Background: an optimization exercise with open tools, aiming at a short achievable clock period and few clock cycles. Do not read the settings as production practice.
Only simulation tests tie the RTL to the original design; equivalence was not proved.

### flow/design.v
package mult_div_unit_pkg;
  localparam int MD_DATA_W = 32;
  localparam logic [5:0] FUNCT_MFHI  = 6'h10;
  localparam logic [5:0] FUNCT_MTHI  = 6'h11;
  localparam logic [5:0] FUNCT_MFLO  = 6'h12;
  localparam logic [5:0] FUNCT_MTLO  = 6'h13;
  localparam logic [5:0] FUNCT_MULT  = 6'h18;
  localparam logic [5:0] FUNCT_MULTU = 6'h19;
  localparam logic [5:0] FUNCT_DIV   = 6'h1A;
  localparam logic [5:0] FUNCT_DIVU  = 6'h1B;
  function automatic logic [5:0] md_bitlen(input logic [31:0] v);
    md_bitlen = 6'd0;
    for (int i = 0; i < 32; i++) begin
      if (v[i]) md_bitlen = 6'(i + 1);
    end
  endfunction
  function automatic logic [3:0] md_enc16(input logic [15:0] oh);
    md_enc16 = 4'd0;
    for (int m = 0; m < 16; m++) begin
      md_enc16 = md_enc16 | ({4{oh[m]}} & 4'(m));
    end
  endfunction
endpackage
module mult_div_unit_pc_pg (
  input  logic a,
  input  logic b,
  output logic gn,
  output logic pn,
  output logic x
);
  assign gn = ~(a & b);
  assign pn = ~(a | b);
  assign x  = a ^ b;
endmodule
module mult_div_unit_pc_pg1 (
  input  logic a,
  input  logic b,
  output logic gn,
  output logic x
);
  assign gn = ~(a | b);
  assign x  = a ^ b;
endmodule
module mult_div_unit_pc_n2p (
  input  logic gn_hi,
  input  logic pn_hi,
  input  logic gn_lo,
  input  logic pn_lo,
  output logic g,
  output logic p
);
  assign g = ~(gn_hi & (pn_hi | gn_lo));
  assign p = ~(pn_hi | pn_lo);
endmodule
module mult_div_unit_pc_p2n (
  input  logic g_hi,
  input  logic p_hi,
  input  logic g_lo,
  input  logic p_lo,
  output logic gn,
  output logic pn
);
  assign gn = ~(g_hi | (p_hi & g_lo));
  assign pn = ~(p_hi & p_lo);
endmodule
module mult_div_unit_pc_gn2p (
  input  logic gn_hi,
  input  logic pn_hi,
  input  logic gn_lo,
  output logic g
);
  assign g = ~(gn_hi & (pn_hi | gn_lo));
endmodule
module mult_div_unit_pc_gp2n (
  input  logic g_hi,
  input  logic p_hi,
  input  logic g_lo,
  output logic gn
);
  assign gn = ~(g_hi | (p_hi & g_lo));
endmodule
module mult_div_unit_pc_inv (
  input  logic a,
  output logic y
);
  assign y = ~a;
endmodule
module mult_div_unit_pc_xor (
  input  logic a,
  input  logic b,
  output logic y
);
  assign y = a ^ b;
endmodule
module mult_div_unit_pc_xnor (
  input  logic a,
  input  logic b,
  output logic y
);
  assign y = ~(a ^ b);
endmodule
module mult_div_unit_sc_a22oi (
  input  logic s0,
  input  logic d0,
  input  logic s1,
  input  logic d1,
  output logic yn
);
  assign yn = ~((s0 & d0) | (s1 & d1));
endmodule
module mult_div_unit_sc_nand2 (
  input  logic a,
  input  logic b,
  output logic y
);
  assign y = ~(a & b);
endmodule
module mult_div_unit_sc_nor2 (
  input  logic a,
  input  logic b,
  output logic y
);
  assign y = ~(a | b);
endmodule
module mult_div_unit_sc_nand3 (
  input  logic a,
  input  logic b,
  input  logic c,
  output logic y
);
  assign y = ~(a & b & c);
endmodule
module mult_div_unit_sel16 (
  input  logic [15:0] s,
  input  logic [15:0] d,
  input  logic        en,
  output logic        y
);
  logic [7:0] t1;    
  logic [3:0] t2;    
  logic [1:0] t3;    
  genvar k;
  generate
    for (k = 0; k < 8; k++) begin : g_1
      mult_div_unit_sc_a22oi u_c (.s0(s[2*k]), .d0(d[2*k]), .s1(s[2*k+1]), .d1(d[2*k+1]), .yn(t1[k]));
    end
    for (k = 0; k < 4; k++) begin : g_2
      mult_div_unit_sc_nand2 u_c (.a(t1[2*k]), .b(t1[2*k+1]), .y(t2[k]));
    end
    for (k = 0; k < 2; k++) begin : g_3
      mult_div_unit_sc_nor2 u_c (.a(t2[2*k]), .b(t2[2*k+1]), .y(t3[k]));
    end
  endgenerate
  mult_div_unit_sc_nand3 u_o (.a(t3[0]), .b(t3[1]), .c(en), .y(y));
endmodule
module mult_div_unit_sc_buf (
  input  logic a,
  output logic y
);
  assign y = a;
endmodule
module mult_div_unit_sc_mux2 (
  input  logic s,
  input  logic a,
  input  logic b,
  output logic y
);
  assign y = s ? b : a;
endmodule
module mult_div_unit_sel4 (
  input  logic [3:0] s,
  input  logic [3:0] d,
  output logic       y
);
  logic [1:0] t;
  mult_div_unit_sc_a22oi u_0 (.s0(s[0]), .d0(d[0]), .s1(s[1]), .d1(d[1]), .yn(t[0]));
  mult_div_unit_sc_a22oi u_1 (.s0(s[2]), .d0(d[2]), .s1(s[3]), .d1(d[3]), .yn(t[1]));
  mult_div_unit_sc_nand2 u_o (.a(t[0]), .b(t[1]), .y(y));
endmodule
module mult_div_unit_sel_gen (
  input  logic [15:0] ge,
  output logic [15:0] sel
);
  always_comb begin
    for (int k = 0; k < 15; k++) sel[k] = ge[k] & ~ge[k+1];
    sel[15] = ge[15];
  end
endmodule
module mult_div_unit_busy_cell (
  input  logic       wait_q,
  input  logic       busy_q,
  input  logic [3:0] funct,    
  output logic       busy
);
  assign busy = wait_q | (~busy_q & (funct == 4'b0110));
endmodule
module mult_div_unit_done_cell (
  input  logic ret_q,
  input  logic flush,
  output logic done
);
  assign done = ret_q & ~flush;
endmodule
module mult_div_unit_ks_add #(
  parameter int W  = 32,
  parameter int CI = 0
) (
  input  logic [W-1:0] a,
  input  logic [W-1:0] b,
  output logic [W-1:0] s,
  output logic         co
);
  localparam int L = $clog2(W);
  logic [W-1:0] g [L+1];
  logic [W-1:0] p [L+1];
  logic [W-1:0] x;
  genvar i, l;
  generate
    for (i = 0; i < W; i++) begin : g_bit0
      if (i == 0 && CI == 1) begin : g_ci
        mult_div_unit_pc_pg1 u_pg (.a(a[i]), .b(b[i]), .gn(g[0][i]), .x(x[i]));
        assign p[0][i] = 1'b1;
      end else begin : g_pg
        mult_div_unit_pc_pg u_pg (.a(a[i]), .b(b[i]), .gn(g[0][i]), .pn(p[0][i]), .x(x[i]));
      end
    end
    for (l = 0; l < L; l++) begin : g_lvl
      for (i = 0; i < W; i++) begin : g_bit
        if (i < (1 << l)) begin : g_pass
          mult_div_unit_pc_inv u_g (.a(g[l][i]), .y(g[l+1][i]));
          assign p[l+1][i] = 1'b0;
        end else if (i < (2 << l)) begin : g_gray
          if (l % 2 == 0) begin : g_n
            mult_div_unit_pc_gn2p u_c (.gn_hi(g[l][i]), .pn_hi(p[l][i]), .gn_lo(g[l][i-(1<<l)]),
                                       .g(g[l+1][i]));
          end else begin : g_p
            mult_div_unit_pc_gp2n u_c (.g_hi(g[l][i]), .p_hi(p[l][i]), .g_lo(g[l][i-(1<<l)]),
                                       .gn(g[l+1][i]));
          end
          assign p[l+1][i] = 1'b0;
        end else begin : g_black
          if (l % 2 == 0) begin : g_n
            mult_div_unit_pc_n2p u_c (.gn_hi(g[l][i]), .pn_hi(p[l][i]), .gn_lo(g[l][i-(1<<l)]),
                                      .pn_lo(p[l][i-(1<<l)]), .g(g[l+1][i]), .p(p[l+1][i]));
          end else begin : g_p
            mult_div_unit_pc_p2n u_c (.g_hi(g[l][i]), .p_hi(p[l][i]), .g_lo(g[l][i-(1<<l)]),
                                      .p_lo(p[l][i-(1<<l)]), .gn(g[l+1][i]), .pn(p[l+1][i]));
          end
        end
      end
    end
    for (i = 0; i < W; i++) begin : g_sum
      if (i == 0) begin : g_s0
        if (CI == 1) begin : g_c
          mult_div_unit_pc_inv u_s (.a(x[0]), .y(s[0]));
        end else begin : g_n
          assign s[0] = x[0];
        end
      end else if (L % 2 == 1) begin : g_odd
        mult_div_unit_pc_xor u_s (.a(x[i]), .b(g[L][i-1]), .y(s[i]));
      end else begin : g_even
        mult_div_unit_pc_xnor u_s (.a(x[i]), .b(g[L][i-1]), .y(s[i]));
      end
    end
    if (L % 2 == 1) begin : g_co_p
      assign co = g[L][W-1];
    end else begin : g_co_n
      mult_div_unit_pc_inv u_co (.a(g[L][W-1]), .y(co));
    end
  endgenerate
endmodule
module mult_div_unit_div_iter (
  input  logic [35:0]      rin,
  input  logic [16*36-1:0] pmul,
  output logic [15:0]      ge,
  output logic [15:0]      sel,
  output logic [16*32-1:0] diff,
  output logic [16*32-1:0] ndiff
);
  logic [35:0] d [16];
  logic [35:0] dm1 [16];
  logic [31:0] rm1;
  assign ge[0]      = 1'b1;
  assign diff[31:0] = rin[31:0];
  genvar m;
  generate
    for (m = 1; m < 16; m++) begin : g_m
      mult_div_unit_ks_add #(.W(36), .CI(1)) u_sub (
        .a  (rin),
        .b  (~pmul[m*36 +: 36]),
        .s  (d[m]),
        .co (ge[m])
      );
      assign diff[m*32 +: 32] = d[m][31:0];
      mult_div_unit_ks_add #(.W(36), .CI(0)) u_sub0 (
        .a  (rin),
        .b  (~pmul[m*36 +: 36]),
        .s  (dm1[m]),
        .co ()
      );
      assign ndiff[m*32 +: 32] = ~dm1[m][31:0];
    end
  endgenerate
  mult_div_unit_ks_add #(.W(32), .CI(0)) u_dec (
    .a  (rin[31:0]),
    .b  (32'hFFFF_FFFF),
    .s  (rm1),
    .co ()
  );
  assign ndiff[31:0] = ~rm1;
  always_comb begin
    for (int k = 0; k < 15; k++) sel[k] = ge[k] & ~ge[k+1];
    sel[15] = ge[15];
  end
endmodule
module mult_div_unit #(
  parameter int DATA_W = mult_div_unit_pkg::MD_DATA_W
) (
  input  logic              clk,
  input  logic              rst,
  input  logic              flush,
  input  logic              en,
  input  logic [5:0]        funct,
  input  logic [DATA_W-1:0] operand_1,
  input  logic [DATA_W-1:0] operand_2,
  output logic              busy,
  output logic [DATA_W-1:0] hi,
  output logic [DATA_W-1:0] lo,
  output logic              done
);
  logic        busy_q;       
  logic        last_q;       
  logic        ret_q;        
  logic        wait_q;       
  logic        mul_q;        
  logic        dz_q;         
  logic        negq_q;       
  logic        negr_q;       
  logic        is_long;
  logic        is_signed;
  logic        b_zero;
  assign is_long   = (funct[5:2] == 4'b0110);
  assign is_signed = ~funct[0];
  assign b_zero    = (operand_2 == 32'd0);
  logic [32:0] ma;
  logic [33:0] mb;
  logic [63:0] r0 [18];
  logic [63:0] r1 [12];
  logic [63:0] r2 [8];
  logic [63:0] r3 [6];
  logic [63:0] mrow_q [6];
  logic [63:0] r4 [4];
  logic [63:0] r5 [3];
  logic [63:0] r6 [2];
  logic [32:0] lo_sum;
  logic [31:0] hi_sum0;
  logic [31:0] hi_sum1;
  function automatic logic [127:0] csa(input logic [63:0] x, input logic [63:0] y,
                                       input logic [63:0] z);
    csa = {((x & y) | (x & z) | (y & z)) << 1, x ^ y ^ z};
  endfunction
  localparam logic [63:0] SIGN_BIAS = 64'h5555_5555_5555_5555 << 33;
  always_comb begin
    logic [2:0]  t;
    logic        neg;
    logic        one;
    logic        two;
    logic [33:0] mag;
    logic [33:0] pp;
    logic [16:0] negs;
    ma = {is_signed & operand_1[31], operand_1};
    mb = {{2{is_signed & operand_2[31]}}, operand_2};
    for (int i = 0; i < 17; i++) begin
      t   = {mb[2*i+1], mb[2*i], (i == 0) ? 1'b0 : mb[2*i-1]};
      neg = t[2] & ~(t[1] & t[0]);
      one = t[1] ^ t[0];
      two = (t == 3'b011) | (t == 3'b100);
      mag = ({34{one}} & {ma[32], ma}) | ({34{two}} & {ma, 1'b0});
      pp  = mag ^ {34{neg}};
      negs[i] = neg;
      r0[i] = 64'({~pp[33], pp[32:0]}) << (2 * i);
    end
    for (int i = 1; i < 17; i++) r0[i] = r0[i] | (64'(negs[i-1]) << (2 * i - 2));
    r0[17] = (-SIGN_BIAS) | (64'(negs[16]) << 32);
    for (int g = 0; g < 6; g++) {r1[2*g+1], r1[2*g]} = csa(r0[3*g], r0[3*g+1], r0[3*g+2]);
    for (int g = 0; g < 4; g++) {r2[2*g+1], r2[2*g]} = csa(r1[3*g], r1[3*g+1], r1[3*g+2]);
    for (int g = 0; g < 2; g++) {r3[2*g+1], r3[2*g]} = csa(r2[3*g], r2[3*g+1], r2[3*g+2]);
    r3[4] = r2[6];
    r3[5] = r2[7];
  end
  always_comb begin
    for (int g = 0; g < 2; g++) {r4[2*g+1], r4[2*g]} = csa(mrow_q[3*g], mrow_q[3*g+1], mrow_q[3*g+2]);
    {r5[1], r5[0]} = csa(r4[0], r4[1], r4[2]);
    r5[2] = r4[3];
    {r6[1], r6[0]} = csa(r5[0], r5[1], r5[2]);
  end
  mult_div_unit_ks_add #(.W(32), .CI(0)) u_lo_sum (
    .a (r6[0][31:0]), .b (r6[1][31:0]), .s (lo_sum[31:0]), .co (lo_sum[32]));
  mult_div_unit_ks_add #(.W(32), .CI(0)) u_hi_sum0 (
    .a (r6[0][63:32]), .b (r6[1][63:32]), .s (hi_sum0), .co ());
  mult_div_unit_ks_add #(.W(32), .CI(1)) u_hi_sum1 (
    .a (r6[0][63:32]), .b (r6[1][63:32]), .s (hi_sum1), .co ());
  logic        sa;
  logic        sb;
  logic [31:0] xa;
  logic [31:0] xb;
  logic [31:0] abs_a;
  logic [35:0] x36;
  logic [16*36-1:0] pmul_d;    
  logic [7:0]  nza;
  logic [7:0]  nzb;
  logic [7:0]  ta;
  logic [7:0]  tb;
  logic [7:0]  fsel0;
  logic [31:0] rin_first;
  logic [35:0] pm_a [16];
  logic [35:0] pm_b [16];
  localparam logic [15:0] PM_CI = 16'b1010_1000_1000_1000;   
  function automatic logic [71:0] csa36(input logic [35:0] x, input logic [35:0] y,
                                        input logic [35:0] z);
    csa36 = {((x & y) | (x & z) | (y & z)) << 1, x ^ y ^ z};
  endfunction
  always_comb begin
    sa    = is_signed & operand_1[31];
    sb    = is_signed & operand_2[31];
    xa    = operand_1 ^ {32{sa}};
    xb    = operand_2 ^ {32{sb}};
    abs_a = xa + 32'(sa);
    x36   = {4'b0, xb};
    for (int m = 0; m < 16; m++) begin
      pm_a[m] = '0;
      pm_b[m] = '0;
    end
    pm_a[3] = (x36 << 2) | 36'({sb, sb});           
    pm_b[3] = ~x36;
    {pm_b[5], pm_a[5]}   = csa36(x36 << 2, x36, 36'({sb, 1'b0, sb}));
    pm_a[7] = (x36 << 3) | 36'({sb, sb, sb});       
    pm_b[7] = ~x36;
    {pm_b[9], pm_a[9]}   = csa36(x36 << 3, x36, 36'({sb, 2'b0, sb}));
    {pm_b[11], pm_a[11]} = csa36((x36 << 4) | 36'({sb, sb, 1'b0, ~sb}), ~(x36 << 2), ~x36);
    {pm_b[13], pm_a[13]} = csa36((x36 << 4) | 36'({sb, sb, sb, ~sb}), ~(x36 << 1), ~x36);
    pm_a[15] = (x36 << 4) | 36'({sb, sb, sb, sb});  
    pm_b[15] = ~x36;
    for (int k = 0; k < 8; k++) begin
      nza[k] = (|xa[4*k +: 4]) | (sa && ((k == 0) || ((xa | ~(32'hFFFF_FFFF >> (32 - 4 * k))) == 32'hFFFF_FFFF)));
      nzb[k] = (|xb[4*k +: 4]) | ((k == 0) && sb);
    end
    for (int k = 0; k < 8; k++) begin
      ta[k] = nza[k] & ~(|(nza >> (k + 1)));
      tb[k] = nzb[k] & ~(|(nzb >> (k + 1)));
    end
    fsel0 = '0;
    for (int i = 0; i < 8; i++) begin
      for (int j = 0; j < 8; j++) begin
        if (i > j) fsel0[i-j] = fsel0[i-j] | (ta[i] & tb[j]);
      end
    end
    fsel0[0] = ~(|fsel0[7:1]);
    rin_first = '0;
    for (int c = 0; c < 8; c++) rin_first = rin_first | ({32{fsel0[c]}} & (abs_a >> (4 * c)));
  end
  assign pmul_d[0 +: 36]   = '0;
  assign pmul_d[36 +: 36]  = x36 + 36'(sb);
  genvar gm;
  generate
    for (gm = 2; gm < 16; gm++) begin : g_pmul
      if (gm % 2 == 1) begin : g_odd
        mult_div_unit_ks_add #(.W(36), .CI(PM_CI[gm])) u_add (
          .a (pm_a[gm]), .b (pm_b[gm]), .s (pmul_d[gm*36 +: 36]), .co ());
      end else begin : g_even
        assign pmul_d[gm*36 +: 36] = '0;
      end
    end
  endgenerate
  logic [31:0]      abs_a_q;
  logic [35:0]      pmul_q [16];
  logic [16*36-1:0] pmul_all;
  logic [31:0]      rinf_q;      
  logic [7:0]       nsel_q;      
  logic [15:0]      sel_q;       
  logic [31:0]      cand_q [16]; 
  logic [31:0]      qd_q;        
  logic [31:0]      nqd_q;       
  logic [35:0]      rin;
  logic [15:0]      cand_t [32]; 
  logic [3:0]       rin_lo;
  logic [15:0]      ge;
  logic [15:0]      sel;
  logic [16*32-1:0] diff;
  logic [16*32-1:0] ndiff;
  logic [3:0]       dprev;
  logic [31:0]      qc;          
  logic [31:0]      nqc;         
  always_comb begin
    for (int m = 0; m < 16; m++) pmul_all[m*36 +: 36] = pmul_q[m];
    for (int m = 0; m < 16; m++) begin
      for (int b = 0; b < 32; b++) cand_t[b][m] = cand_q[m][b];
    end
    rin_lo = rinf_q[3:0];
    for (int c = 0; c < 8; c++) rin_lo = rin_lo | ({4{nsel_q[c]}} & abs_a_q[4*c +: 4]);
    dprev   = mult_div_unit_pkg::md_enc16(sel_q);
    qc      = {qd_q[27:0], dprev};
    nqc     = (dprev != 4'd0) ? {~qd_q[27:0], 4'(5'd16 - 5'(dprev))} : {nqd_q[27:0], 4'd0};
  end
  genvar gb;
  generate
    for (gb = 0; gb < 32; gb++) begin : g_rin
      if (gb < 28) begin : g_f
        mult_div_unit_sel16 u_sel (.s (sel_q), .d (cand_t[gb]), .en (~rinf_q[gb+4]), .y (rin[gb+4]));
      end else begin : g_n
        mult_div_unit_sel16 u_sel (.s (sel_q), .d (cand_t[gb]), .en (1'b1), .y (rin[gb+4]));
      end
    end
  endgenerate
  assign rin[3:0] = rin_lo;
  mult_div_unit_div_iter u_div_iter (
    .rin  (rin),
    .pmul (pmul_all),
    .ge   (ge),
    .sel  (sel),
    .diff (diff),
    .ndiff(ndiff)
  );
  logic [31:0] hg_q [4];       
  logic [3:0]  hgsel_q;
  logic [31:0] hrem [16];      
  logic [31:0] hgrp [4];       
  logic [3:0]  hgsel;
  logic [31:0] lplain_q;
  logic        lps_q;
  logic        las_q;
  logic        lbs_q;
  logic [27:0] lupa_q;         
  logic [27:0] lupb_q;         
  logic [15:0] lsel_q;
  logic        lneg_q;         
  logic        lpos_q;         
  logic [3:0]  hg_t [32];      
  logic [15:0] lk_t [4];       
  logic [31:0] qb;             
  logic [31:0] nqb;            
  logic        retire;
  logic        wr_mul;
  logic        wr_div;
  logic        wr_mthi;
  logic        wr_mtlo;
  assign retire  = ret_q & ~flush;
  assign wr_mul  = retire & mul_q;
  assign wr_div  = retire & ~mul_q & ~dz_q;
  assign wr_mthi = ~busy_q & en & ~flush & (funct == mult_div_unit_pkg::FUNCT_MTHI);
  assign wr_mtlo = ~busy_q & en & ~flush & (funct == mult_div_unit_pkg::FUNCT_MTLO);
  always_comb begin
    qb  = qc;
    nqb = nqc;
    for (int m = 0; m < 16; m++) hrem[m] = negr_q ? ndiff[m*32 +: 32] : diff[m*32 +: 32];
    for (int g = 0; g < 4; g++) hgsel[g] = (g == 3) ? ge[12] : (ge[4*g] & ~ge[4*g+4]);
  end
  logic [15:0] selx [4];
  genvar gg, gj;
  generate
    for (gg = 0; gg < 4; gg++) begin : g_selx
      mult_div_unit_sel_gen u_sg (.ge (ge), .sel (selx[gg]));
    end
    for (gb = 0; gb < 32; gb++) begin : g_hgrp
      for (gg = 0; gg < 4; gg++) begin : g_g
        logic [3:0] dsel;
        for (gj = 0; gj < 4; gj++) begin : g_j
          assign dsel[gj] = hrem[4*gg+gj][gb];
        end
        mult_div_unit_sel4 u_sel (.s (selx[gb/8][4*gg +: 4]), .d (dsel), .y (hgrp[gg][gb]));
      end
    end
  endgenerate
  logic [31:0] hg_e    [4];
  logic [31:0] hg_d    [4];
  logic [3:0]  hgsel_e;
  logic [3:0]  hgsel_d;
  logic [31:0] lplain_e;
  logic [31:0] lplain_d;
  logic        lps_e;
  logic        lps_d;
  logic        lpl_clr;      
  logic [15:0] lsel_e;
  logic [15:0] lsel_d;
  logic        las_d;
  logic        lbs_d;
  logic [27:0] lupa_d;
  logic [27:0] lupb_d;
  logic        lneg_d;
  logic        lpos_d;
  logic        wr_divx;      
  always_comb begin
    wr_divx = wr_div & ~rst;
    lpl_clr = rst | wr_mul | wr_mtlo;
    for (int g = 0; g < 4; g++) hg_e[g] = hg_q[g];
    hgsel_e = hgsel_q;
    if (rst) begin
      hg_e[0] = '0;
      hgsel_e = 4'd1;
    end else if (wr_mul) begin
      hg_e[0] = hi_sum0;
      hg_e[1] = hi_sum1;
      hgsel_e = lo_sum[32] ? 4'd2 : 4'd1;
    end else if (wr_mthi) begin
      hg_e[0] = operand_1;
      hgsel_e = 4'd1;
    end
    if (rst)           lplain_e = '0;
    else if (wr_mul)   lplain_e = lo_sum[31:0];
    else if (wr_mtlo)  lplain_e = operand_1;
    else               lplain_e = lplain_q;
    lps_e  = lpl_clr | lps_q;
    lsel_e = lpl_clr ? 16'd0 : lsel_q;
  end
  generate
    for (gb = 0; gb < 32; gb++) begin : g_hgd
      for (gg = 0; gg < 4; gg++) begin : g_g
        mult_div_unit_sc_mux2 u_m (.s (wr_divx), .a (hg_e[gg][gb]), .b (hgrp[gg][gb]), .y (hg_d[gg][gb]));
      end
    end
    for (gb = 0; gb < 4; gb++) begin : g_hgseld
      mult_div_unit_sc_mux2 u_m (.s (wr_divx), .a (hgsel_e[gb]), .b (hgsel[gb]), .y (hgsel_d[gb]));
    end
    for (gb = 0; gb < 16; gb++) begin : g_lseld
      mult_div_unit_sc_mux2 u_m (.s (wr_divx), .a (lsel_e[gb]), .b (sel[gb]), .y (lsel_d[gb]));
    end
    for (gb = 0; gb < 28; gb++) begin : g_lupd
      mult_div_unit_sc_mux2 u_a (.s (wr_divx), .a (lupa_q[gb]), .b (negq_q ? ~qb[gb] : qb[gb]), .y (lupa_d[gb]));
      mult_div_unit_sc_mux2 u_b (.s (wr_divx), .a (lupb_q[gb]), .b (negq_q ? nqb[gb] : qb[gb]), .y (lupb_d[gb]));
    end
  endgenerate
  generate
    for (gb = 0; gb < 32; gb++) begin : g_lpld
      mult_div_unit_sc_buf u_b (.a (lplain_e[gb]), .y (lplain_d[gb]));
    end
  endgenerate
  mult_div_unit_sc_mux2 u_lps  (.s (wr_divx), .a (lps_e), .b (1'b0), .y (lps_d));
  mult_div_unit_sc_mux2 u_las  (.s (wr_divx), .a (~lpl_clr & las_q), .b (~sel[0]), .y (las_d));
  mult_div_unit_sc_mux2 u_lbs  (.s (wr_divx), .a (~lpl_clr & lbs_q), .b (sel[0]), .y (lbs_d));
  mult_div_unit_sc_mux2 u_lneg (.s (wr_divx), .a (lneg_q), .b (negq_q), .y (lneg_d));
  mult_div_unit_sc_mux2 u_lpos (.s (wr_divx), .a (lpos_q), .b (~negq_q), .y (lpos_d));
  always_ff @(posedge clk) begin
    for (int i = 0; i < 6; i++) mrow_q[i] <= r3[i];
    abs_a_q <= abs_a;
    for (int m = 0; m < 16; m++) begin
      if (m == 0)          pmul_q[m] <= '0;
      else if (m % 8 == 0) pmul_q[m] <= pmul_d[(m/8)*36 +: 36] << 3;
      else if (m % 4 == 0) pmul_q[m] <= pmul_d[(m/4)*36 +: 36] << 2;
      else if (m % 2 == 0) pmul_q[m] <= pmul_d[(m/2)*36 +: 36] << 1;
      else                 pmul_q[m] <= pmul_d[m*36 +: 36];
    end
    for (int m = 0; m < 16; m++) cand_q[m] <= diff[m*32 +: 32];
    if (!busy_q) begin
      negq_q <= sa ^ sb;
      negr_q <= sa;
      mul_q  <= ~funct[1];
      dz_q   <= funct[1] & b_zero;
      last_q <= ~funct[1] | b_zero | fsel0[0];
      rinf_q <= rin_first;
      nsel_q <= fsel0;
      sel_q  <= '0;
      qd_q   <= '0;
      nqd_q  <= '0;
    end else begin
      last_q <= nsel_q[1];
      rinf_q <= '0;
      nsel_q <= nsel_q >> 1;
      sel_q  <= sel;
      qd_q   <= qc;
      nqd_q  <= nqc;
    end
    if (rst || flush) begin
      busy_q <= 1'b0;
      ret_q  <= 1'b0;
      wait_q <= 1'b0;
    end else if (busy_q) begin
      busy_q <= ~last_q;
      ret_q  <= ~last_q & nsel_q[1];
      wait_q <= ~last_q & ~nsel_q[1];
    end else begin
      busy_q <= en & is_long;
      ret_q  <= en & is_long & (~funct[1] | b_zero | fsel0[0]);
      wait_q <= en & is_long & ~(~funct[1] | b_zero | fsel0[0]);
    end
    for (int g = 0; g < 4; g++) hg_q[g] <= hg_d[g];
    hgsel_q  <= hgsel_d;
    lplain_q <= lplain_d;
    lps_q    <= lps_d;
    las_q    <= las_d;
    lbs_q    <= lbs_d;
    lsel_q   <= lsel_d;
    lupa_q   <= lupa_d;
    lupb_q   <= lupb_d;
    lneg_q   <= lneg_d;
    lpos_q   <= lpos_d;
  end
  always_comb begin
    logic [3:0] kp;
    logic [3:0] kn;
    for (int g = 0; g < 4; g++) begin
      for (int b = 0; b < 32; b++) hg_t[b][g] = hg_q[g][b];
    end
    for (int m = 0; m < 16; m++) begin
      kp = 4'(m);
      kn = 4'(16 - m);
      for (int b = 0; b < 4; b++) begin
        if (kp[b] && kn[b])  lk_t[b][m] = 1'b1;
        else if (kp[b])      lk_t[b][m] = lpos_q;
        else if (kn[b])      lk_t[b][m] = lneg_q;
        else                 lk_t[b][m] = 1'b0;
      end
    end
  end
  generate
    for (gb = 0; gb < 4; gb++) begin : g_lo_low
      mult_div_unit_sel16 u_sel (.s (lsel_q), .d (lk_t[gb]), .en (~(lps_q & lplain_q[gb])), .y (lo[gb]));
    end
    for (gb = 4; gb < 32; gb++) begin : g_lo_up
      logic t_n;
      logic u_n;
      mult_div_unit_sc_a22oi u_t (.s0 (lps_q), .d0 (lplain_q[gb]), .s1 (las_q), .d1 (lupa_q[gb-4]), .yn (t_n));
      mult_div_unit_sc_nand2 u_u (.a (lbs_q), .b (lupb_q[gb-4]), .y (u_n));
      mult_div_unit_sc_nand2 u_y (.a (t_n), .b (u_n), .y (lo[gb]));
    end
  endgenerate
  generate
    for (gb = 0; gb < 32; gb++) begin : g_hi
      mult_div_unit_sel4 u_sel (.s (hgsel_q), .d (hg_t[gb]), .y (hi[gb]));
    end
  endgenerate
  mult_div_unit_busy_cell u_busy (.wait_q (wait_q), .busy_q (busy_q), .funct (funct[5:2]), .busy (busy));
  mult_div_unit_done_cell u_done (.ret_q (ret_q), .flush (flush), .done (done));
endmodule
### flow/flow/run.sh
#!/bin/bash
set -euo pipefail
bash standard.sh SETUP_SLACK_MARGIN=6.5 finish > flow_standard.log 2>&1
### flow/standard.sh
#!/bin/bash
# synth_recipe.tcl (not shown) runs the flow's synth.tcl, then flattens the netlist and writes it again
# the make line also repeats each setting of config.mk as NAME=value (left out here)
make -C /OpenROAD-flow-scripts/flow DESIGN_CONFIG=/design/flow/config.mk WORK_HOME=/design/flow/orfs CLKGATE_MAP_FILE= SYNTH_SCRIPT=/design/flow/synth_recipe.tcl "${@:-finish}"
### flow/config.mk
export PLATFORM = sky130hd
export DESIGN_NAME = mult_div_unit
export DESIGN_NICKNAME = mult_div_unit
export VERILOG_FILES = /design/flow/design.v
export SDC_FILE = /design/flow/constraint.sdc
export NUM_CORES = 4
export LEC_CHECK = 0
export CAP_MARGIN = 40
export CORE_MARGIN = 2
export CORE_UTILIZATION = 40
export SLEW_MARGIN = 40
export SYNTH_HIERARCHICAL = 1
export SYNTH_MINIMUM_KEEP_SIZE = 0
export TNS_END_PERCENT = 100
### flow/constraint.sdc
create_clock -name core_clock -period 10.0 [get_ports {clk}]
set_input_delay 2.0000 -clock core_clock [delete_from_list [all_inputs] [get_ports {clk}]]
set_output_delay 2.0000 -clock core_clock [all_outputs]
set_load 0.01 [all_outputs]
==> implementation parameters, run 1 <==
Parameter                              Value

Clocking
  Sinks on Clock Net ... 1435
  Clock latency on the worst-skew pair ... 1.06 ns
  Max Root-Sink Buffers ... 4
  TritonCTS clock tree ... yes
  Root buffer cell ... sky130_fd_sc_hd__clkbuf_16
  Number of buffers inserted by hold repair at cts ... 0
  Number of H-tree levels ... 4
  Clk pin slew, worst setup/hold paths ... 0.06 ns
  Number of buffers added by the clock tree synthesis step ... 190

Global route
  Residual overflow from global routing ... 0
  Maximum number of pins on one net before global-route repair ... 121
  Overall track demand over capacity in global routing ... 43.9%
  First-pass GRT wire length ... 1670000 um
  Fraction of met3 tracks used by global routing ... 16.3%
  Number of global-route vias before repair ... 206k
  Global routing's busiest layer ... met2
  Antenna violations before repair ... 161
  Met2 capacity usage during global routing ... 61.9%
  Met1 track demand over resource ... 54.9%

Placed design
  Post-placement worst setup slack ... 3.09 ns
  Placer Congestion ... 1.14
  Total half-perimeter wirelength after legalization and detailed placement ... 949000 um
  Placement Cell Area ... 0.232 sq mm
  Inst Count DP ... 36.2k
  # port buffers ... 139

Critical path
  Start of the worst register-to-register path ... sel_q[2]
  Worst setup path startpoint ... hgsel_q[2]
  Max FO, Critical Path ... 9
  Capture point of the worst reg-to-reg path ... hg_q[0][21]
  Capture point of the critical path ... hi[14]
  Arrival time at the worst endpoint ... 2.87 ns
  Setup slack, reg-to-reg ... 5.16 ns
  Startpoint-to-endpoint class of the critical path ... flop to primary output
  FF-to-FF path depth ... 23
  Startpoint type of the worst setup path ... flop
  Required time reported for the critical path endpoint ... 8.00 ns
  Type of destination of the critical path ... primary output

Die
  Site row count ... 270
  Initial standard-cell utilization of the core ... 40.2%
  Num ports ... 140
  Area inside the core boundary ... 0.541 sq mm
  Die outline area ... 0.550 sq mm
  Die extent in y ... 742 um
  Die Span X ... 742 um

Drt
  DRT antenna net count ... 0
  Number of DRC markers in iteration 0 ... 25.7k
  Remaining DRCs ... 0
  Drt pass-1 iters ... 19
  Average routed wire per standard cell ... 33.1 um
  Overall via count from detail_route ... 217k
  Number of vias per cell ... 5.63
  DRT Wirelength ... 1280000 um

STA
  Share of the clock period used by the worst path after layout ... 48.7%
  Final hold slack ... 0.469 ns
  Count of pins over their slew limit ... 0
  Unrepaired setup endpoints after global routing ... true
  Hold violation total from the final report ... 0
  Final setup slack of the worst path ... 5.13 ns
  Worst-case clock skew ... 0.155 ns
  F_max ... 0.205 GHz
  Post-route minimum period ... 4.87 ns
  Total negative slack ... 0 ns
  Transition time of the tightest slew-check pin ... 1.09 ns
  Relative slew slack ... 27.2%
  Setup violators final ... 0

Run
  # Max-Cap Violations ... 0

Synthesis
  Warnings from Yosys ... 74
  Syn Inst Count ... 29.0k
  Cell area after technology mapping ... 0.218 sq mm
  Average instance area after synthesis ... 7.51 sq um

Cells and area
  Post-layout instance count excluding filler cells ... 38.5k
  Number of nets in the layout ... 34.6k
  Post-synthesis to final-layout area growth ... 34.6%
  Final Core Density ... 54.1%
  Fraction of layout cells with a size suffix above 1 ... 44.2%
  Post-route cell area ... 0.293 sq mm
  Fillers ... 50.6k

Status
  Result of the run ... no timing/DRC/antenna violations

Hold path
  Number of cells on the worst hold path ... 2
  Class of the most critical hold timing path ... flop to flop
cells in the final DEF (no fill, tap or decap), types with 83 or more instances in the layout:
cell / n
sky130_fd_sc_hd__fa_1: 312
sky130_fd_sc_hd__mux2_2: 409
sky130_fd_sc_hd__o21ai_4: 259
sky130_fd_sc_hd__xor2_1: 219
sky130_fd_sc_hd__buf_8: 98
sky130_fd_sc_hd__a22oi_1: 253
sky130_fd_sc_hd__inv_2: 966
sky130_fd_sc_hd__nor2_2: 604
sky130_fd_sc_hd__nand2_2: 258
sky130_fd_sc_hd__nand2_4: 122
sky130_fd_sc_hd__ha_2: 246
sky130_fd_sc_hd__buf_12: 455
sky130_fd_sc_hd__inv_1: 7035
sky130_fd_sc_hd__inv_4: 149
sky130_fd_sc_hd__diode_2: 98
sky130_fd_sc_hd__buf_16: 126
sky130_fd_sc_hd__o21ai_0: 103
sky130_fd_sc_hd__mux2_4: 384
sky130_fd_sc_hd__ha_4: 359
sky130_fd_sc_hd__o21ai_2: 2321
sky130_fd_sc_hd__a21oi_4: 238
sky130_fd_sc_hd__fa_2: 176
sky130_fd_sc_hd__dfxtp_2: 83
sky130_fd_sc_hd__a21oi_2: 2041
sky130_fd_sc_hd__a22oi_2: 863
sky130_fd_sc_hd__conb_1: 185
sky130_fd_sc_hd__xnor2_4: 257
sky130_fd_sc_hd__buf_4: 966
sky130_fd_sc_hd__nor2_4: 439
sky130_fd_sc_hd__xnor2_1: 989
sky130_fd_sc_hd__buf_6: 545
sky130_fd_sc_hd__ha_1: 2374
sky130_fd_sc_hd__nor2_1: 1544
sky130_fd_sc_hd__nand2_1: 1968
sky130_fd_sc_hd__dfxtp_1: 1320
sky130_fd_sc_hd__xnor2_2: 523
sky130_fd_sc_hd__clkbuf_16: 210
sky130_fd_sc_hd__o21ai_1: 569
how the worst min path moves through the flow:
stage / slack (ns) / end / startpoint
floorplan: 0.45 / nqd_q[5] / nqd_q[1]
global placement: 0.47 / lupb_q[20] / lupb_q[20]
detailed placement: 0.47 / lupb_q[6] / lupb_q[6]
CTS: 0.45 / nqd_q[12] / nqd_q[8]
global route: 0.48 / nqd_q[12] / nqd_q[8]
finish: 0.47 / nqd_q[12] / nqd_q[8]
area by class of cell:
| cell class | instances | area (sq um) | area share (%) |
|---|---|---|---|
| multi-input combinational | 18900 | 187000 | 63.9 |
| inverter | 8236 | 31900 | 10.9 |
| sequential | 1435 | 29000 | 9.90 |
| timing repair buffer | 2279 | 29000 | 9.89 |
| tap | 7208 | 9020 | 3.08 |
| clock buffer | 255 | 5400 | 1.85 |
| clock inverter | 84 | 1130 | 0.385 |
| antenna | 98 | 245 | 0.0838 |
| timing repair inverter | 8 | 92.6 | 0.0316 |
sequential cells by signal (all words and copies together), names as in the netlist, 24 cells and up:
signal / cells
cand_q: 512
pmul_q: 284
mrow_q: 253
hg_q: 128
abs_a_q: 32
lplain_q: 32
rinf_q: 32
lupa_q: 28
lupb_q: 28
nqd_q: 24
qd_q: 24
metal layers:
metal  up-vias  share of wire (%)  routed length (um)
li1      94700                  -                   -
met1    105000                 39              501000
met2     13000                 39              501000
met3      4179                 12              157000
met4        98                9.0              115000
met5         -               0.11                1380
critical path: stages, from the launching register on:
cell and delay (ns):
sky130_fd_sc_hd__dfxtp_4 0.37, sky130_fd_sc_hd__buf_12 0.17, sky130_fd_sc_hd__buf_12 0.17, sky130_fd_sc_hd__a22oi_2 0.71
sky130_fd_sc_hd__nand2_2 0.27, sky130_fd_sc_hd__buf_6 0.20
repair_timing:
action / CTS / global route
endpoints found under the setup margin: 1398 / 1192
buffers inserted: 1356 / 372
gates resized for setup: 6322 / 2284
endpoints found under the hold margin: 0 / 0
pin swaps: 2232 / 1460
cloned: 142 / 19
Testbench counts, summed over its fixed seeds: cycles 13,357.
==> run 2: changes to the inputs <==
==> flow/run.sh (new file) <==
#!/bin/bash
# synth_recipe.tcl (not shown) runs the flow's synth.tcl, then flattens the netlist and writes it again
# the make line also repeats each setting of config.mk as NAME=value (left out here)
make -C /OpenROAD-flow-scripts/flow DESIGN_CONFIG=/design/flow/config.mk WORK_HOME=/design/flow/orfs CLKGATE_MAP_FILE= SYNTH_SCRIPT=/design/flow/synth_recipe.tcl finish
--- a/flow/config.mk
+++ b/flow/config.mk
@@ -8,6 +8,7 @@
 export CAP_MARGIN = 40
 export CORE_MARGIN = 2
 export CORE_UTILIZATION = 40
+export SETUP_SLACK_MARGIN = 5
 export SLEW_MARGIN = 40
 export SYNTH_HIERARCHICAL = 1
 export SYNTH_MINIMUM_KEEP_SIZE = 0
removed: flow/flow/run.sh
removed: flow/standard.sh
==> implementation parameters, run 2 <==
Parameter                              Value

Status
  Result of the run ... no timing/DRC/antenna violations

STA
  Unrepaired setup endpoints after global routing ... false
  F_max ... 0.192 GHz
  Post-route minimum period ... 5.20 ns
  Final hold slack ... 0.490 ns
  Relative slew slack ... 30.6%
  Setup violators final ... 0
  Worst-case clock skew ... 0.141 ns
  Share of the clock period used by the worst path after layout ... 52.0%
  Hold violation total from the final report ... 0
  Total negative slack ... 0 ns
  Count of pins over their slew limit ... 0
  Transition time of the tightest slew-check pin ... 1.04 ns

Synthesis
  Cell area after technology mapping ... 0.218 sq mm
  Average instance area after synthesis ... 7.51 sq um
  Warnings from Yosys ... 74
  Syn Inst Count ... 29.0k

Critical path
  Startpoint type of the worst setup path ... flop
  Type of destination of the critical path ... flop
  Max FO, Critical Path ... 32
  Startpoint-to-endpoint class of the critical path ... flop to flop
  Arrival time at the worst endpoint ... 6.02 ns
  FF-to-FF path depth ... 20
  Required time reported for the critical path endpoint ... 10.82 ns

Global route
  First-pass GRT wire length ... 1470000 um
  Overall track demand over capacity in global routing ... 38.1%
  Antenna violations before repair ... 107
  Number of global-route vias before repair ... 190k
  Residual overflow from global routing ... 0
  Maximum number of pins on one net before global-route repair ... 139

Clocking
  Clock latency on the worst-skew pair ... 1.02 ns
  Root buffer cell ... sky130_fd_sc_hd__clkbuf_16
  Sinks on Clock Net ... 1435
  Max Root-Sink Buffers ... 4
  Number of buffers added by the clock tree synthesis step ... 188
  Clk pin slew, worst setup/hold paths ... 0.06 ns
  Number of H-tree levels ... 4
  TritonCTS clock tree ... yes

Hold path
  Number of cells on the worst hold path ... 1
  Class of the most critical hold timing path ... flop to flop

Cells and area
  Fillers ... 55.8k
  Final Core Density ... 44.6%
  Most flops, register ... cand_q
  Flip-flop count of the largest register, all copies and words added ... 512
  Leading cell types in the layout, fill and taps excluded ... sky130_fd_sc_hd__inv_1 (8164), sky130_fd_sc_hd__ha_1 (2952), sky130_fd_sc_hd__nor2_1 (2441), sky130_fd_sc_hd__o21ai_2 (2288), sky130_fd_sc_hd__nand2_1 (2263)
  Number of nets in the layout ... 32.9k
  Post-route cell area ... 0.241 sq mm
  FF/Latch Area ... 0.0289 sq mm
  Most common cell after layout, fill and taps aside ... sky130_fd_sc_hd__inv_1
  Area of combinational cells with multiple inputs ... 0.160 sq mm
  Post-synthesis to final-layout area growth ... 10.9%
  Fraction of layout cells with a size suffix above 1 ... 25.4%
  Largest registers ranked by flip-flop count ... cand_q (512), pmul_q (284), mrow_q (253)

Die
  Die outline area ... 0.550 sq mm
  Die Span X ... 742 um
  Site row count ... 270
  Initial standard-cell utilization of the core ... 40.2%
  Area inside the core boundary ... 0.541 sq mm
  Die extent in y ... 742 um
  Num ports ... 140

Drt
  DRT antenna net count ... 0
  Drt pass-1 iters ... 8
  Overall via count from detail_route ... 199k
  DRT Wirelength ... 1090000 um
  Remaining DRCs ... 0
  Number of vias per cell ... 5.40
  Number of DRC markers in iteration 0 ... 21.9k
  Average routed wire per standard cell ... 29.7 um

Placed design
  Placer Congestion ... 1.10
  # port buffers ... 139
  Total half-perimeter wirelength after legalization and detailed placement ... 884000 um
  Placement Cell Area ... 0.230 sq mm

Run
  # Max-Cap Violations ... 0
[run 2: changes by cell type in the layout (fill, tap and decap cells not counted), moves of 578 or more]
| cell | delta |
|---|---|
| sky130_fd_sc_hd__buf_4 | -647 |
| sky130_fd_sc_hd__xnor2_1 | +708 |
| sky130_fd_sc_hd__nor2_1 | +897 |
| sky130_fd_sc_hd__inv_1 | +1129 |
| sky130_fd_sc_hd__ha_1 | +578 |
| sky130_fd_sc_hd__inv_2 | -937 |
[run 2: path summary, 6_finish.rpt]
| kind | slack (ns) | startpoint | end |
|---|---|---|---|
| max | 4.80 | sel_q[14] | hg_q[1][19] |
| min | 0.49 | lupb_q[16] | lupb_q[16] |
| max reg2reg | 4.80 | sel_q[14] | hg_q[1][19] |
| min reg2reg | 0.49 | lupb_q[16] | lupb_q[16] |
[run 2: final cells by class]
class	instances	area share [%]
Antenna cell	58	0.0602
Sequential cell	1435	12.0
Clock buffer	249	2.18
Tap cell	7208	3.74
Timing Repair inverter	3	0.0104
Clock inverter	93	0.492
Timing Repair Buffer	599	2.44
Multi-Input combinational cell	18900	66.2
Inverter	8236	12.9
[run 2: through the flow]
stage          cells  setup WS (ns)
6_report       36800           4.80
5_1_grt        36700           4.95
4_1_cts        36600           5.00
3_5_place_dp   36200           3.08
3_3_place_gp   36200           3.02
2_1_floorplan  29100          -3.74
[run 2: routing by layer]
layer,track usage [%],share of wire [%],vias to the layer above
met5,0,0.031,-
met4,25.0,8.0,48
met3,10.9,11,2318
met2,54.8,40,9766
met1,49.5,41,95400
li1,-,-,91000
[run 2: what timing repair did]
action,4_1_cts,5_1_grt
gates resized for setup,390,192
endpoints found under the hold margin,0,0
buffers inserted,123,60
gates cloned,19,3
endpoints found under the setup margin,620,304
hold buffers,0,0
pin swaps,96,38
[run 2: worst max-delay path: stages, from the launching register on]
cell and delay, ns:
sky130_fd_sc_hd__dfxtp_2 0.41, sky130_fd_sc_hd__buf_12 0.26, sky130_fd_sc_hd__a22oi_2 0.17, sky130_fd_sc_hd__nand2_1 0.30, sky130_fd_sc_hd__nor2_4 0.14, sky130_fd_sc_hd__nand3_4 0.24
sky130_fd_sc_hd__buf_12 0.29, sky130_fd_sc_hd__inv_1 0.08, sky130_fd_sc_hd__ha_1 0.26, sky130_fd_sc_hd__nor2_1 0.24, sky130_fd_sc_hd__nand2_1 0.16, sky130_fd_sc_hd__nor2_1 0.39
sky130_fd_sc_hd__nand2_1 0.11, sky130_fd_sc_hd__o21ai_1 0.16, sky130_fd_sc_hd__inv_1 0.08, sky130_fd_sc_hd__xnor2_1 0.48, sky130_fd_sc_hd__inv_1 0.11, sky130_fd_sc_hd__mux2_2 0.30
sky130_fd_sc_hd__a22oi_2 0.32, sky130_fd_sc_hd__nand2_1 0.21, sky130_fd_sc_hd__mux2_4 0.30

## what the ideal ports hide
In the flow no input, the clock included, has a driving cell. The finished layouts below were timed again as built, in two steps.
Step 1: set_driving_cell puts a clkbuf_16 on clk and a buf_2 on each other input, an assumption about the parent block.
Step 2 also shifts input and output timing later by t, the mid clock arrival at the registers, as if the neighbouring blocks saw the same clock.
Slacks: ideal / step 1 / step 2; pairs: ideal / step 1.
run | t, ns | setup WS [ns] | slew at the worst register clock pin (ns)
run 1 | 1.117 | 5.128 / 4.985 / 4.393 | 0.08 / 0.08
run 2 | 1.071 | 4.802 / 4.740 / 3.993 | 0.07 / 0.07
After both steps setup and hold are still met in every run listed. For run 2, which loses most, drivers alone change the setup slack by -0.062 ns; drivers and shift together by -0.809 ns.
